This design comes from an exercise in tuning for small area, a short achievable clock period and few clock cycles per item on the open sky130 flow, not from production work.
Function was not checked in any run shown here: the RTL went through the layout flow alone.

===== config.mk =====
export PLATFORM = sky130hd
export DESIGN_NAME = flash_sector_mapper
export DESIGN_NICKNAME = flash_sector_mapper
export VERILOG_FILES = /design/flow/design.v
export SDC_FILE = /design/flow/constraint.sdc
export NUM_CORES = 4
export LEC_CHECK = 0
export CAP_MARGIN = 20
export CORE_MARGIN = 2
export CORE_UTILIZATION = 40
export SETUP_SLACK_MARGIN = 5
export SLEW_MARGIN = 20

===== constraint.sdc =====
create_clock -name core_clock -period 11.0 [get_ports {clk}]
set_input_delay 2.2000 -clock core_clock [delete_from_list [all_inputs] [get_ports {clk}]]
set_output_delay 2.2000 -clock core_clock [all_outputs]
set_load 0.01 [all_outputs]

===== run.sh =====
#!/bin/bash
# synth_recipe.tcl (not shown) runs the flow's synth.tcl, then flattens the netlist and writes it again
# the make line also repeats each setting of config.mk as NAME=value (left out here)
make -C /OpenROAD-flow-scripts/flow DESIGN_CONFIG=/design/flow/config.mk WORK_HOME=/design/flow/orfs CLKGATE_MAP_FILE= SYNTH_SCRIPT=/design/flow/synth_recipe.tcl finish

===== design.v =====
`timescale 1ns / 1ps
`default_nettype none
package fsmap_pkg;
    localparam int S_TDATA_W = 72;
    localparam int M_TDATA_W = 32;
    localparam int OP_W      = 2;
    localparam int PADDR_W   = 5;
    localparam int PDATA_W   = 32;
    localparam logic [23:0] REGION0_RESET = 24'h001004;
    localparam logic [23:0] REGION1_RESET = 24'h004001;
    localparam logic [23:0] REGION2_RESET = 24'h008007;
    localparam logic [23:0] REGION3_RESET = 24'h000000;
    localparam logic [31:0] BASE_RESET    = 32'h0800_0000;
    localparam logic [7:0]  FIRST_RESET   = 8'd0;
    localparam logic [4:0]  SCALE_RESET   = 5'd1;
    localparam logic [1:0] OP_ADDR  = 2'd0;
    localparam logic [1:0] OP_SIZE  = 2'd1;
    localparam logic [1:0] OP_START = 2'd2;
    localparam logic [1:0] OP_END   = 2'd3;
endpackage
`default_nettype wire
`timescale 1ns / 1ps
`default_nettype none
import fsmap_pkg::*;
module fsmap_regs
(
    input  wire                clk,
    input  wire                rst_n,
    input  wire                psel,
    input  wire                penable,
    input  wire                pwrite,
    input  wire  [PADDR_W-1:0] paddr,
    input  wire  [PDATA_W-1:0] pwdata,
    output logic [PDATA_W-1:0] prdata,
    output logic               pready,
    output logic [23:0]        region0,
    output logic [23:0]        region1,
    output logic [23:0]        region2,
    output logic [23:0]        region3,
    output logic [31:0]        base,
    output logic [7:0]         first_index,
    output logic [4:0]         scale,
    output logic               region_wr
);
    logic       wr_en;
    logic [2:0] ridx;
    assign pready    = 1'b1;
    assign wr_en     = psel && penable && pwrite;
    assign ridx      = paddr[4:2];
    assign region_wr = wr_en && !ridx[2];
    always_comb
    begin
        case (ridx)
            3'd0:    prdata = {8'd0, region0};
            3'd1:    prdata = {8'd0, region1};
            3'd2:    prdata = {8'd0, region2};
            3'd3:    prdata = {8'd0, region3};
            3'd4:    prdata = base;
            3'd5:    prdata = {24'd0, first_index};
            3'd6:    prdata = {27'd0, scale};
            default: prdata = '0;
        endcase
    end
    always_ff @(posedge clk or negedge rst_n)
    begin
        if (!rst_n)
        begin
            region0     <= REGION0_RESET;
            region1     <= REGION1_RESET;
            region2     <= REGION2_RESET;
            region3     <= REGION3_RESET;
            base        <= BASE_RESET;
            first_index <= FIRST_RESET;
            scale       <= SCALE_RESET;
        end
        else if (wr_en)
        begin
            case (ridx)
                3'd0: region0     <= pwdata[23:0];
                3'd1: region1     <= pwdata[23:0];
                3'd2: region2     <= pwdata[23:0];
                3'd3: region3     <= pwdata[23:0];
                3'd4: base        <= pwdata;
                3'd5: first_index <= pwdata[7:0];
                3'd6: scale       <= pwdata[4:0];
                default: ;
            endcase
        end
    end
endmodule
`default_nettype wire
`timescale 1ns / 1ps
`default_nettype none
import fsmap_pkg::*;
module fsmap_ctrl
(
    input  wire          clk,
    input  wire          rst_n,
    input  wire  [23:0]  region0,
    input  wire  [23:0]  region1,
    input  wire  [23:0]  region2,
    input  wire  [23:0]  region3,
    input  wire          region_wr,
    input  wire          adv,
    input  wire          r1_v,
    input  wire          r1_end,
    input  wire          r1_size_op,
    input  wire  [7:0]   r1_j,
    input  wire  [15:0]  r1_size,
    input  wire          r2_v,
    input  wire  [23:0]  r2_off,
    input  wire  [15:0]  r2_size,
    input  wire  [26:0]  pos,
    output logic         fast,
    output logic [3:0]   shf0,
    output logic [3:0]   shf1,
    output logic [3:0]   shf2,
    output logic [3:0]   shf3,
    output logic [3:0]   szero,
    output logic [9:0]   cum1,
    output logic [9:0]   cum2,
    output logic [9:0]   cum3,
    output logic [9:0]   cum4,
    output logic [25:0]  end0,
    output logic [25:0]  end1,
    output logic [25:0]  end2,
    output logic [25:0]  end3,
    output logic         pre_inject,
    output logic [7:0]   pre_cnt,
    output logic [1:0]   pre_reg,
    output logic         busy,
    output logic         eng_idle,
    output logic         stall,
    output logic [23:0]  acc
);
    logic [7:0]  cnt  [4];
    logic [15:0] size [4];
    logic [3:0]  live;
    logic [3:0]  pow2;
    logic [3:0]  shf_c [4];
    logic [9:0]  c1, c2, c3, c4;
    assign size[0] = region0[23:8];
    assign size[1] = region1[23:8];
    assign size[2] = region2[23:8];
    assign size[3] = region3[23:8];
    assign live[0] = |region0[7:0];
    assign live[1] = live[0] && |region1[7:0];
    assign live[2] = live[1] && |region2[7:0];
    assign live[3] = live[2] && |region3[7:0];
    assign cnt[0] = live[0] ? region0[7:0] : 8'd0;
    assign cnt[1] = live[1] ? region1[7:0] : 8'd0;
    assign cnt[2] = live[2] ? region2[7:0] : 8'd0;
    assign cnt[3] = live[3] ? region3[7:0] : 8'd0;
    assign c1 = 10'(cnt[0]);
    assign c2 = c1 + 10'(cnt[1]);
    assign c3 = c2 + 10'(cnt[2]);
    assign c4 = c3 + 10'(cnt[3]);
    always_comb
    begin
        for (int r = 0; r < 4; r++)
        begin
            shf_c[r] = '0;
            for (int b = 0; b < 16; b++)
                if (size[r][b])
                    shf_c[r] = 4'(b);
            pow2[r] = ((size[r] & (size[r] - 16'd1)) == 16'd0);
        end
    end
    always_ff @(posedge clk)
    begin
        fast  <= &(pow2 | ~live);
        shf0  <= shf_c[0];
        shf1  <= shf_c[1];
        shf2  <= shf_c[2];
        shf3  <= shf_c[3];
        szero <= {size[3] == 16'd0, size[2] == 16'd0, size[1] == 16'd0, size[0] == 16'd0};
        cum1  <= c1;
        cum2  <= c2;
        cum3  <= c3;
        cum4  <= c4;
    end
    typedef enum logic [2:0] {
        S_START = 3'd0,      
        S_PMUL  = 3'd1,      
        S_PINJ  = 3'd2,      
        S_PEND  = 3'd3,      
        S_IDLE  = 3'd4,
        S_QMUL  = 3'd5,      
        S_QDIV  = 3'd6,      
        S_QDONE = 3'd7       
    } st_t;
    st_t        st;
    logic [2:0] step;
    logic [1:0] r;
    logic       wr_end;
    logic [1:0] wr_r;
    logic       mul;
    logic [7:0] m_bits;
    logic [15:0] m_size;
    logic       m_bit;
    logic [24:0] a_in;
    logic [24:0] b_in;
    logic [25:0] sum;
    logic        d_ge;
    assign busy       = (st == S_START) || (st == S_PMUL) || (st == S_PINJ) || (st == S_PEND);
    assign eng_idle   = (st == S_IDLE);
    assign pre_inject = (st == S_PINJ);
    assign pre_cnt    = cnt[r];
    assign pre_reg    = r;
    assign stall = !fast && ((r1_v && !(st == S_QDONE)) || (r2_v && !(st == S_QDONE)));
    assign mul    = (st == S_PMUL) || (st == S_QMUL);
    assign m_bits = (st == S_PMUL) ? cnt[r] : r1_j;
    assign m_size = (st == S_PMUL) ? size[r] : r1_size;
    assign m_bit  = m_bits[3'd7 - step];
    assign a_in   = (step == 3'd0) ? (mul ? 25'd0 : {r2_off, 1'b0}) : {acc, 1'b0};
    assign b_in   = mul ? (m_bit ? 25'(m_size) : 25'd0) : ~{1'b0, r2_size, 8'd0};
    assign sum    = {1'b0, a_in} + {1'b0, b_in} + 26'(!mul);
    assign d_ge   = sum[25];
    always_ff @(posedge clk)
    begin
        if (mul)
            acc <= sum[23:0];
        else if (st == S_QDIV)
            acc <= d_ge ? {sum[23:8], a_in[7:1], 1'b1} : {a_in[23:1], 1'b0};
    end
    always_ff @(posedge clk)
    begin
        wr_end <= pre_inject;
        wr_r   <= r;
        if (wr_end)
        begin
            case (wr_r)
                2'd0:    end0 <= pos[25:0];
                2'd1:    end1 <= pos[25:0];
                2'd2:    end2 <= pos[25:0];
                default: end3 <= pos[25:0];
            endcase
        end
    end
    always_ff @(posedge clk or negedge rst_n)
    begin
        if (!rst_n)
        begin
            st   <= S_START;
            step <= '0;
            r    <= '0;
        end
        else if (region_wr)
        begin
            st   <= S_START;
            step <= '0;
            r    <= '0;
        end
        else
        begin
            case (st)
                S_START:
                begin
                    r    <= '0;
                    step <= step + 1'b1;
                    if (step[0])
                    begin
                        step <= '0;
                        st   <= fast ? S_PINJ : S_PMUL;
                    end
                end
                S_PMUL, S_QMUL:
                begin
                    step <= step + 1'b1;
                    if (step == 3'd7)
                        st <= (st == S_PMUL) ? S_PINJ : S_QDONE;
                end
                S_PINJ:
                begin
                    r <= r + 1'b1;
                    if (r == 2'd3)
                        st <= S_PEND;
                    else
                        st <= fast ? S_PINJ : S_PMUL;
                end
                S_PEND:
                begin
                    st <= S_IDLE;
                end
                S_IDLE:
                begin
                    step <= '0;
                    if (r1_v && !fast)
                        st <= r1_end ? S_QMUL : S_QDONE;
                end
                S_QDIV:
                begin
                    step <= step + 1'b1;
                    if (step == 3'd7)
                        st <= S_QDONE;
                end
                default:     
                begin
                    step <= '0;
                    if (adv)
                    begin
                        if (r1_v && !r1_size_op)
                            st <= S_QDIV;
                        else if (r1_v)
                            st <= S_QDONE;
                        else
                            st <= S_IDLE;
                    end
                end
            endcase
        end
    end
endmodule
`default_nettype wire
`timescale 1ns / 1ps
`default_nettype none
import fsmap_pkg::*;
module fsmap_dp
(
    input  wire          clk,
    input  wire          rst_n,
    input  wire  [23:0]  region0,
    input  wire  [23:0]  region1,
    input  wire  [23:0]  region2,
    input  wire  [23:0]  region3,
    input  wire  [31:0]  base,
    input  wire  [7:0]   first_index,
    input  wire  [4:0]   scale,
    input  wire          s_tvalid,
    output logic         s_tready,
    input  wire  [71:0]  s_tdata,
    input  wire  [1:0]   s_tuser,
    output logic         m_tvalid,
    input  wire          m_tready,
    output logic [31:0]  m_tdata,
    output logic         m_tuser,
    input  wire          fast,
    input  wire  [3:0]   shf0,
    input  wire  [3:0]   shf1,
    input  wire  [3:0]   shf2,
    input  wire  [3:0]   shf3,
    input  wire  [3:0]   szero,
    input  wire  [9:0]   cum1,
    input  wire  [9:0]   cum2,
    input  wire  [9:0]   cum3,
    input  wire  [9:0]   cum4,
    input  wire  [25:0]  end0,
    input  wire  [25:0]  end1,
    input  wire  [25:0]  end2,
    input  wire  [25:0]  end3,
    input  wire          pre_inject,
    input  wire  [7:0]   pre_cnt,
    input  wire  [1:0]   pre_reg,
    input  wire          busy,
    input  wire          eng_idle,
    input  wire          stall,
    input  wire  [23:0]  acc,
    output logic         adv,
    output logic         r1_v,
    output logic         r1_end,
    output logic         r1_size_op,
    output logic [7:0]   r1_j,
    output logic [15:0]  r1_size,
    output logic         r2_v,
    output logic [23:0]  r2_off,
    output logic [15:0]  r2_size,
    output logic [26:0]  pos
);
    logic [15:0] size [4];
    logic [3:0]  shf  [4];
    assign size[0] = region0[23:8];
    assign size[1] = region1[23:8];
    assign size[2] = region2[23:8];
    assign size[3] = region3[23:8];
    assign shf[0]  = shf0;
    assign shf[1]  = shf1;
    assign shf[2]  = shf2;
    assign shf[3]  = shf3;
    logic [31:0] addr;
    logic [7:0]  sec;
    logic [31:0] nbytes;
    logic [32:0] off;
    logic        low_ok;
    logic [21:0] bytes_m1;
    logic [3:0]  sin;
    logic [1:0]  s_reg;
    logic [9:0]  s_before;
    logic [7:0]  s_j;
    logic [21:0] x0;
    logic        ok0;
    assign addr   = s_tdata[31:0];
    assign sec    = s_tdata[39:32];
    assign nbytes = s_tdata[71:40];
    assign off      = {1'b0, addr} - {1'b0, base};
    assign low_ok   = !off[32] && (off[9:0] == 10'd0);
    assign bytes_m1 = 22'((nbytes - 32'd1) >> 10);
    assign sin[0] = (10'(sec) < cum1);
    assign sin[1] = (10'(sec) < cum2);
    assign sin[2] = (10'(sec) < cum3);
    assign sin[3] = (10'(sec) < cum4);
    always_comb
    begin
        if (sin[0])      begin s_reg = 2'd0; s_before = 10'd0; end
        else if (sin[1]) begin s_reg = 2'd1; s_before = cum1;  end
        else if (sin[2]) begin s_reg = 2'd2; s_before = cum2;  end
        else             begin s_reg = 2'd3; s_before = cum3;  end
    end
    assign s_j = 8'(10'(sec) - s_before);
    assign x0  = (s_tuser == OP_END) ? bytes_m1 : off[31:10];
    always_comb
    begin
        case (s_tuser)
            OP_ADDR:  ok0 = 1'b1;
            OP_SIZE:  ok0 = sin[3];
            OP_START: ok0 = low_ok;
            default:  ok0 = sin[3] && (nbytes != 32'd0);
        endcase
    end
    logic out_free;
    logic accept;
    assign out_free = !m_tvalid || m_tready;
    assign adv      = out_free && !stall;
    assign s_tready = adv && !busy && (fast || (eng_idle && !r1_v && !r2_v));
    assign accept   = s_tvalid && s_tready;
    logic [1:0]  r1_op;
    logic [21:0] r1_x;
    logic [1:0]  r1_reg;
    logic        r1_ok;
    logic [25:0] e_before;
    logic [23:0] prod;
    logic [27:0] dm0, dm1, dm2;
    logic        lt0, lt1, lt2, found;
    logic [1:0]  p_reg;
    logic [23:0] p_off;
    logic        ok1;
    assign r1_end     = (r1_op == OP_END);
    assign r1_size_op = (r1_op == OP_SIZE);
    assign r1_size    = size[r1_reg];
    always_comb
    begin
        case (r1_reg)
            2'd0:    e_before = '0;
            2'd1:    e_before = end0;
            2'd2:    e_before = end1;
            default: e_before = end2;
        endcase
    end
    assign prod = !fast ? acc
                : szero[r1_reg] ? 24'd0
                : 24'({15'd0, r1_j} << shf[r1_reg]);
    assign pos  = (r1_end ? 27'(e_before) + 27'(prod) : 27'd0) + 27'(r1_x);
    assign dm0   = {1'b0, pos} - 28'(end0);
    assign dm1   = {1'b0, pos} - 28'(end1);
    assign dm2   = {1'b0, pos} - 28'(end2);
    assign lt0   = dm0[27];
    assign lt1   = dm1[27];
    assign lt2   = dm2[27];
    assign found = (pos < 27'(end3));
    always_comb
    begin
        if (lt0)      begin p_reg = 2'd0; p_off = pos[23:0]; end
        else if (lt1) begin p_reg = 2'd1; p_off = dm0[23:0]; end
        else if (lt2) begin p_reg = 2'd2; p_off = dm1[23:0]; end
        else          begin p_reg = 2'd3; p_off = dm2[23:0]; end
    end
    assign ok1 = r1_size_op ? r1_ok : (r1_ok && found);
    logic [1:0]  r2_op;
    logic        r2_ok;
    logic [1:0]  r2_reg;
    logic [3:0]  sh2;
    logic [7:0]  quo;
    logic        rem_zero;
    logic [9:0]  before2;
    logic [10:0] idx;
    logic [15:0] scaled;
    logic [15:0] ans;
    logic        vres;
    assign r2_size = size[r2_reg];
    assign sh2     = shf[r2_reg];
    always_comb
    begin
        case (r2_reg)
            2'd0:    before2 = 10'd0;
            2'd1:    before2 = cum1;
            2'd2:    before2 = cum2;
            default: before2 = cum3;
        endcase
    end
    assign quo      = fast ? 8'(r2_off >> sh2) : acc[7:0];
    assign rem_zero = fast ? ((r2_off & ~(24'hFF_FFFF << sh2)) == 24'd0)
                           : (acc[23:8] == 16'd0);
    assign idx      = ((r2_op == OP_ADDR) ? 11'(first_index) : 11'd0) + 11'(before2) + 11'(quo);
    assign scaled   = 16'(idx) * 16'(scale);
    always_comb
    begin
        case (r2_op)
            OP_ADDR:  begin ans = r2_ok ? scaled : 16'd0;   vres = r2_ok; end
            OP_SIZE:  begin ans = r2_ok ? r2_size : 16'd0;  vres = r2_ok; end
            OP_START: begin ans = 16'(r2_ok && rem_zero);   vres = 1'b1;  end
            default:  begin ans = r2_ok ? 16'(idx) : 16'd0; vres = r2_ok; end
        endcase
    end
    logic [15:0] ans_q;
    assign m_tdata = {16'd0, ans_q};
    always_ff @(posedge clk or negedge rst_n)
    begin
        if (!rst_n)
        begin
            r1_v     <= 1'b0;
            r2_v     <= 1'b0;
            m_tvalid <= 1'b0;
        end
        else if (adv)
        begin
            r1_v     <= accept;
            r2_v     <= r1_v;
            m_tvalid <= r2_v;
        end
        else if (m_tready)
        begin
            m_tvalid <= 1'b0;
        end
    end
    always_ff @(posedge clk)
    begin
        if (pre_inject)
        begin
            r1_op  <= OP_END;
            r1_x   <= '0;
            r1_j   <= pre_cnt;
            r1_reg <= pre_reg;
        end
        else if (adv)
        begin
            r1_op  <= s_tuser;
            r1_x   <= x0;
            r1_j   <= s_j;
            r1_reg <= s_reg;
        end
        if (adv)
        begin
            r1_ok  <= ok0;
            r2_op  <= r1_op;
            r2_ok  <= ok1;
            r2_off <= p_off;
            r2_reg <= r1_size_op ? r1_reg : p_reg;
            if (r2_v)
            begin
                ans_q   <= ans;
                m_tuser <= vres;
            end
        end
    end
endmodule
`default_nettype wire
`timescale 1ns / 1ps
`default_nettype none
import fsmap_pkg::*;
module flash_sector_mapper
(
    input  wire                  clk,
    input  wire                  rst_n,
    input  wire                  s_tvalid,
    output logic                 s_tready,
    input  wire  [S_TDATA_W-1:0] s_tdata,    
    input  wire  [OP_W-1:0]      s_tuser,    
    output logic                 m_tvalid,
    input  wire                  m_tready,
    output logic [M_TDATA_W-1:0] m_tdata,    
    output logic                 m_tuser,    
    input  wire                  psel,
    input  wire                  penable,
    input  wire                  pwrite,
    input  wire  [PADDR_W-1:0]   paddr,
    input  wire  [PDATA_W-1:0]   pwdata,
    output logic [PDATA_W-1:0]   prdata,
    output logic                 pready
);
    logic [23:0] region0, region1, region2, region3;
    logic [31:0] base;
    logic [7:0]  first_index;
    logic [4:0]  scale;
    logic        region_wr;
    logic        fast;
    logic [3:0]  shf0, shf1, shf2, shf3, szero;
    logic [9:0]  cum1, cum2, cum3, cum4;
    logic [25:0] end0, end1, end2, end3;
    logic        pre_inject;
    logic [7:0]  pre_cnt;
    logic [1:0]  pre_reg;
    logic        busy, eng_idle, stall;
    logic [23:0] acc;
    logic        adv, r1_v, r1_end, r1_size_op, r2_v;
    logic [7:0]  r1_j;
    logic [15:0] r1_size, r2_size;
    logic [23:0] r2_off;
    logic [26:0] pos;
    fsmap_regs u_regs (
        .clk         (clk),
        .rst_n       (rst_n),
        .psel        (psel),
        .penable     (penable),
        .pwrite      (pwrite),
        .paddr       (paddr),
        .pwdata      (pwdata),
        .prdata      (prdata),
        .pready      (pready),
        .region0     (region0),
        .region1     (region1),
        .region2     (region2),
        .region3     (region3),
        .base        (base),
        .first_index (first_index),
        .scale       (scale),
        .region_wr   (region_wr)
    );
    fsmap_ctrl u_ctrl (
        .clk        (clk),
        .rst_n      (rst_n),
        .region0    (region0),
        .region1    (region1),
        .region2    (region2),
        .region3    (region3),
        .region_wr  (region_wr),
        .adv        (adv),
        .r1_v       (r1_v),
        .r1_end     (r1_end),
        .r1_size_op (r1_size_op),
        .r1_j       (r1_j),
        .r1_size    (r1_size),
        .r2_v       (r2_v),
        .r2_off     (r2_off),
        .r2_size    (r2_size),
        .pos        (pos),
        .fast       (fast),
        .shf0       (shf0),
        .shf1       (shf1),
        .shf2       (shf2),
        .shf3       (shf3),
        .szero      (szero),
        .cum1       (cum1),
        .cum2       (cum2),
        .cum3       (cum3),
        .cum4       (cum4),
        .end0       (end0),
        .end1       (end1),
        .end2       (end2),
        .end3       (end3),
        .pre_inject (pre_inject),
        .pre_cnt    (pre_cnt),
        .pre_reg    (pre_reg),
        .busy       (busy),
        .eng_idle   (eng_idle),
        .stall      (stall),
        .acc        (acc)
    );
    fsmap_dp u_dp (
        .clk         (clk),
        .rst_n       (rst_n),
        .region0     (region0),
        .region1     (region1),
        .region2     (region2),
        .region3     (region3),
        .base        (base),
        .first_index (first_index),
        .scale       (scale),
        .s_tvalid    (s_tvalid),
        .s_tready    (s_tready),
        .s_tdata     (s_tdata),
        .s_tuser     (s_tuser),
        .m_tvalid    (m_tvalid),
        .m_tready    (m_tready),
        .m_tdata     (m_tdata),
        .m_tuser     (m_tuser),
        .fast        (fast),
        .shf0        (shf0),
        .shf1        (shf1),
        .shf2        (shf2),
        .shf3        (shf3),
        .szero       (szero),
        .cum1        (cum1),
        .cum2        (cum2),
        .cum3        (cum3),
        .cum4        (cum4),
        .end0        (end0),
        .end1        (end1),
        .end2        (end2),
        .end3        (end3),
        .pre_inject  (pre_inject),
        .pre_cnt     (pre_cnt),
        .pre_reg     (pre_reg),
        .busy        (busy),
        .eng_idle    (eng_idle),
        .stall       (stall),
        .acc         (acc),
        .adv         (adv),
        .r1_v        (r1_v),
        .r1_end      (r1_end),
        .r1_size_op  (r1_size_op),
        .r1_j        (r1_j),
        .r1_size     (r1_size),
        .r2_v        (r2_v),
        .r2_off      (r2_off),
        .r2_size     (r2_size),
        .pos         (pos)
    );
endmodule
`default_nettype wire

==> run summary, run 1 <==
worst r2r src u_dp.r1_reg[0]; Worst setup SP type flip-flop; I/O Buffers around 170; WL/cell between 20 and 25 um; Worst Setup SP u_dp.r1_reg[0]; core area just under 90000 um^2; P&R area growth vs syn 27.2%; Largest register FFs 32; outcome complete, no violations; CTS clk-pin slew, worst paths around 0.06 ns; number of CTS-inserted buffers 50; Final Hold Fails 0; kind of end point of the critical path flip-flop; fmax 0.124 GHz; relative slew slack 32.3%; DRC 0; Max Slew Vio Count 0; GPL Wtd Cong 0.928; synth warn 8; clock latency (worst-skew pair) 0.64 ns; Worst R2R Path Depth 36; worst-path maximum fanout 6; Synth top area share between 10% and 20%; Critical Path Max Stage Delay between 0.5 and 0.6 ns; Tcrit/Tclk final 73.5%; layout cell share with drive strength beyond 1 between 20% and 30%; CP Data Arrival Time 8.45 ns; Core Rows 109; Crit path top cell by count a21o_1; Root Buffer Master clkbuf_16; Die ar. 91700 um^2; Routed WL 128000 um; reg2reg end u_dp.r2_off[13]; Initial Utilization 40.4%; first-pass GRT wire length 188000 um; Setup WS pre-CTS about 1.8 ns; HPWL Detailed 89300 um; Synth Area per Inst between 8 and 9 um^2; Netlist cell types 95; Top FF cell, synth edfxtp_1; dpl cells just over 5000; antenna-violating nets left 0; drt pass-1 iters 6; Die Height about 300 um; HP Class reg -> reg; Final Setup Violations 0; Post-Synthesis Cells 3983; Most flops, register u_regs.base; Worst Skew ~0.028 ns; Die W between 300 and 400 um; # diodes 0; Clock H-tree levels 2; Worst-Margin Slew 1.01 ns; Post-synth EDFFs approximately 190; Reg2Reg Setup Slack just under 3 ns; sequential-to-total area share from yosys stat 31.0%; Layout Cells excl Fill roughly 5500; top cells by area, synth edfxtp_1, ha_1, dfrtp_1; nets 4746; pin count of the biggest net entering global routing 81; hold path startpoint u_regs.region0[4]; RSZ-0062 raised after global routing true; #FFs+latches synth 422; area leader, netlist edfxtp_1; DR vias around 32000; hold path depth 0; Mapped Area between 30000 and 40000 um^2; CP Class reg -> reg; drt first-iter violations 3104; Max-Cap Viols 0; Core Util, Final slightly above 50%; CP max-delay cell mux4_2; Final Critical Period just over 8 ns; Async S/R FF share, synth a little over a third; CTS tree built; antenna violations before repair 2; Max clock buf depth 3; # IOs 186; Worst Path Required ~11 ns; CTS sink cnt approximately 420; setup TNS 0 ns; vias in the first global route about 30000; GRT Total Usage between 20 and 30%; GR Overflow Total 0; setup ws final slightly below 3 ns; Min-Delay Endpoint u_ctrl.cum1[4]; drt via density slightly below 6
[cells in the final DEF (no fill, tap or decap), types with 99 or more instances in the layout]
| cell type | n |
|---|---|
| buf_4 | 198 |
| clkdlybuf4s50_1 | 138 |
| a21oi_1 | 259 |
| nand2_1 | 281 |
| dfrtp_1 | 129 |
| mux2_2 | 135 |
| a21o_1 | 99 |
| o21ai_0 | 212 |
| nor2_1 | 313 |
| edfxtp_1 | 185 |
| inv_1 | 311 |
| ha_1 | 264 |
| xnor2_1 | 119 |
[logic make-up (layout without fill, tap and decap cells)]
group,count (synthesis),after routing,share of synthesized area [%]
xor gates and xnor gates,193,193,4.73
DFF,422,422,31.0
muxes,279,284,10.5
and+or+nand+nor,1044,1047,13.8
buffers and inverters,541,854,5.97
other,2,17,0.0210
adders and majority gates,355,355,13.4
AOI/OAI and AO/OA,1147,1147,20.6
[synth_stat cells, types with 29 or more instances]
| library cell | n |
|---|---|
| a211oi_1 | 39 |
| a21o_1 | 99 |
| a21oi_1 | 329 |
| a22o_1 | 67 |
| a22oi_1 | 29 |
| and2_1 | 58 |
| and3_1 | 35 |
| clkbuf_1 | 164 |
| dfrtp_1 | 142 |
| dfxtp_1 | 85 |
| edfxtp_1 | 185 |
| fa_1 | 47 |
| ha_1 | 304 |
| inv_1 | 320 |
| mux2_2 | 136 |
| mux2i_1 | 79 |
| mux4_2 | 62 |
| nand2_1 | 296 |
| nand2b_1 | 44 |
| nand3_1 | 46 |
| nor2_1 | 336 |
| nor2b_1 | 45 |
| nor3_1 | 60 |
| nor4_1 | 34 |
| o21a_1 | 32 |
| o21ai_0 | 256 |
| o21bai_1 | 42 |
| o22ai_1 | 45 |
| xnor2_1 | 133 |
| xor2_1 | 60 |
[layer usage]
metal  track usage (%)  share of wire (%)  vias to the layer above
li1                  -                  -                    15100
met1              37.5                 43                    15900
met2              41.9                 45                     1306
met4              10.1                4.2                        0
met3              4.15                7.9                      240
met5                 0                  0                        -
[critical path, delay by kind of cell (launching register included)]
kind                     cells  cell delay, ns
AO/OA/AOI/OAI               18            2.88
multiplexers                 5            1.56
AND/OR/NAND/NOR              4            1.05
adder cells (fa/ha/maj)      3            0.71
buffers and inverters        4            0.69
XOR/XNOR                     2            0.48
flip-flops                   1            0.43
[stage by stage]
stage / instance area (um^2) / hold slack (ns)
2_1_floorplan: 36400 / 0.408
3_3_place_gp: 38900 / 0.449
3_5_place_dp: 38900 / 0.451
4_1_cts: 44200 / 0.462
5_1_grt: 45400 / 0.476
6_report: 45400 / 0.478
[timing repair]
item	CTS	global route
pin swaps	105	94
endpoints found under the setup margin	142	97
resized for setup	373	146
buffers inserted	148	52
hold buffers	0	0
cloned	24	4
[worst max path at each step]
stage | slack [ns] | end | depth (start not counted)
CTS | 3.22 | u_dp.r2_off[0] | 38
global placement | 1.87 | u_dp.r2_off[0] | 35
floorplan | 3.74 | u_dp.r2_off[13] | 37
global route | 2.72 | u_dp.r2_off[13] | 36
detailed placement | 1.77 | u_dp.r2_off[23] | 35
finish | 2.91 | u_dp.r2_off[13] | 36
[layout make-up]
| class | instances | area [um^2] |
|---|---|---|
| well taps | 1165 | 1460 |
| repair buffers | 437 | 4510 |
| clock inverters | 30 | 298 |
| inverters | 322 | 1220 |
| flip-flops and latches | 422 | 11100 |
| clock buffers | 64 | 1490 |
| repair inverters | 1 | 16.3 |
| fillers | 8064 | 42900 |
| multi-input cells | 3043 | 25400 |
==> inputs of run 2 (changes only) <==
--- a/config.mk
+++ b/config.mk
@@ -8,5 +8,4 @@
 export CAP_MARGIN = 20
 export CORE_MARGIN = 2
 export CORE_UTILIZATION = 40
-export SETUP_SLACK_MARGIN = 5
 export SLEW_MARGIN = 20
==> run 2 against run 1 <==
Net effect:
- still clean on timing, DRC and antenna
- die area did not move
- first-iteration DRC count fell by 9.4%
- sequential share of layout area rose by 3.1 points
- global-route usage fell by 1.2 points
- clock skew rose by 0.0053 ns
- wire length fell by 7.3%
- via count fell by 5.9%
- critical endpoint is now u_dp.r2_off[15]
- highest routed layer is now met5
==> run summary, run 2 <==
Synth Area per Inst around 9.0 um^2; #FFs+latches synth approximately 420; setup TNS 0 ns; drt via density 5.79; CP max-delay cell mux4_2; DR vias just over 30000; GR Overflow Total 0; Top FF cell, synth edfxtp_1; relative slew slack 28.1%; area leader, netlist edfxtp_1; Layout Cells excl Fill 5268; first-pass GRT wire length 180000 um; Netlist cell types 95; commonest non-fill, non-tap cell in the layout nor2_1; HPWL Detailed approximately 93000 um; Max clock buf depth 3; Commonest cells post-synth nor2_1, a21oi_1, inv_1, ha_1, nand2_1; clock latency (worst-skew pair) between 0.6 and 0.7 ns; Final Critical Period slightly above 10 ns; Worst Skew roughly 0.033 ns; dpl cells between 5000 and 6000; HP Class reg -> reg; fmax just under 0.1 GHz; Tcrit/Tclk final 92.8%; antenna-violating nets left 0; Max Slew Vio Count 0; Root Buffer Master clkbuf_16; vias in the first global route 29300; P&R area growth vs syn 12.7%; Die W roughly 300 um; Post-Synthesis Cells 3983; Worst Path Required 11.34 ns; Worst-Margin Slew between 1 and 1.5 ns; GPL Wtd Cong 0.938; pin count of the biggest net entering global routing 64; Initial Utilization between 40 and 50%; setup ws final 0.790 ns; Critical Path Max Stage Delay about 0.77 ns; nets between 4000 and 5000; sequential-to-total area share from yosys stat a little under a third; Synth top area share ~16%; Post-synth EDFFs about 190; Max-Cap Viols 0; cts repair resizes 0; Clock H-tree levels 2; top cells by area, synth edfxtp_1, ha_1, dfrtp_1; CP Data Arrival Time approximately 11 ns; worst-path maximum fanout 28; Most flops, register u_regs.base; synth warn 8; drt pass-1 iters 8; RSZ-0062 raised after global routing false; Die ar. about 92000 um^2; Final Hold Fails 0; # IOs between 150 and 200; Setup WS pre-CTS between 0.9 and 1 ns; number of CTS-inserted buffers 52; Routed WL 118000 um; Mapped Area 35700 um^2; Final Setup Violations 0; most frequent cell after synthesis nor2_1; DRC 0; antenna violations before repair 5; Worst setup SP type flip-flop; hold buffers post-CTS 0; layout cell share with drive strength beyond 1 9.70%; most frequent cells in the layout nor2_1, a21oi_1, inv_1; CP Class reg -> reg; CTS sink cnt 422; Core Rows roughly 110; kind of end point of the critical path flip-flop; Async S/R FF share, synth between 30% and 40%; Largest register FFs 32; CTS tree built; postcts setup bufs 0; drt first-iter violations 2812; core area 88400 um^2; CTS clk-pin slew, worst paths about 0.060 ns; outcome complete, no violations; Die Height just over 300 um; WL/cell around 22 um; I/O Buffers around 170; GRT Total Usage around a quarter
-- run 2: cell types whose count changed in the layout (fill, tap and decap cells not counted), sizes merged --
cell / delta
inv: -7
bufbuf: -7
buf: -202
mux4: -5
clkinvlp: +2
nand2: -3
clkdlybuf4s50: +24
bufinv: +5
dlygate4sd2: -19
diode: +2
clkbuf: -3
clkinv: +1
dlymetal6s2s: -4
-- run 2: stage by stage --
stage / hold WS (ns) / utilization, % / area, um^2
2_1_floorplan: 0.408 / - / 35800
5_1_grt: 0.463 / 45.5 / 40200
6_report: 0.463 / 45.5 / 40200
3_3_place_gp: 0.450 / 43.5 / 38400
4_1_cts: 0.459 / 45.5 / 40200
3_5_place_dp: 0.456 / 43.5 / 38400
-- run 2: kinds of logic after synthesis --
family | synth area share, %
AOI/OAI and AO/OA | 20.6
xor gates and xnor gates | 4.73
adders and majority gates | 13.4
buffers and inverters | 5.97
DFF | 31.0
muxes | 10.5
other | 0.0210
and+or+nand+nor | 13.8
-- run 2: path summary, 6_finish.rpt --
path / from / endpoint / slack [ns] / cells after the start
setup reg to reg: u_dp.r1_reg[0] / u_dp.r2_off[15] / 0.79 / 33
setup / recovery: u_dp.r1_reg[0] / u_dp.r2_off[15] / 0.79 / 33
min in group asynchronous: rst_n / u_ctrl.step[1] / 1.51 / 1
max in group asynchronous: rst_n / u_regs.region2[23] / 7.60 / 3
hold / removal: u_regs.region0[2] / u_ctrl.cum1[2] / 0.46 / 0
hold reg to reg: u_regs.region0[2] / u_ctrl.cum1[2] / 0.46 / 0
-- run 2: cell type report --
class                      instances  area, um^2
fill                            8584       48100
clock buffer                      66        1400
multi-input combinational       3035       22600
clock inverter                    32         399
tap                             1165        1460
antenna                            2        5.00
inverter                         322        1210
timing repair buffer             224        2080
sequential                       422       11100
-- run 2: worst max-delay path, delay by kind of cell (launching register included) --
kind	cells	cell delay, ns
flops	1	0.55
buf+inv	3	0.77
mux	1	0.77
xor+xnor	1	0.61
simple gates	9	2.31
compound gates	15	3.63
fa+ha+maj	4	1.30
-- run 2: routing by layer --
| metal | global-route usage [%] | up-vias | wire length, um |
|---|---|---|---|
| met4 | 7.87 | 2 | 3620 |
| met3 | 5.53 | 173 | 9230 |
| met1 | 35.3 | 14800 | 52600 |
| li1 | - | 14600 | - |
| met5 | 0 | - | 13 |
| met2 | 40.3 | 969 | 53000 |

[afterwards: timing with drivers on the ports]
In the flow no input, the clock included, has a driving cell. The finished layouts below were timed again as built, in two steps.
Step 1 assumes that a clkbuf_16 drives the clock port and a buf_2 every other input.
Step 2 adds t to the input delays and takes it off the output delays; t is the mean of the earliest and latest rising clock arrival at the registers after step 1. Input paths then give back, and output paths get back, about the clock's delay inside the block.
Slacks: ideal / step 1 / step 2; pairs: ideal / step 1.
| run | t, ns | slack for setup (ns) | pins driven straight from the clock port |
|---|---|---|---|
| run 1 | 0.697 | 2.912 / 2.912 / 2.912 | 1 |
| run 2 | 0.685 | 0.790 / 0.790 / 0.790 | 1 |
After both steps setup and hold are still met in every run listed.
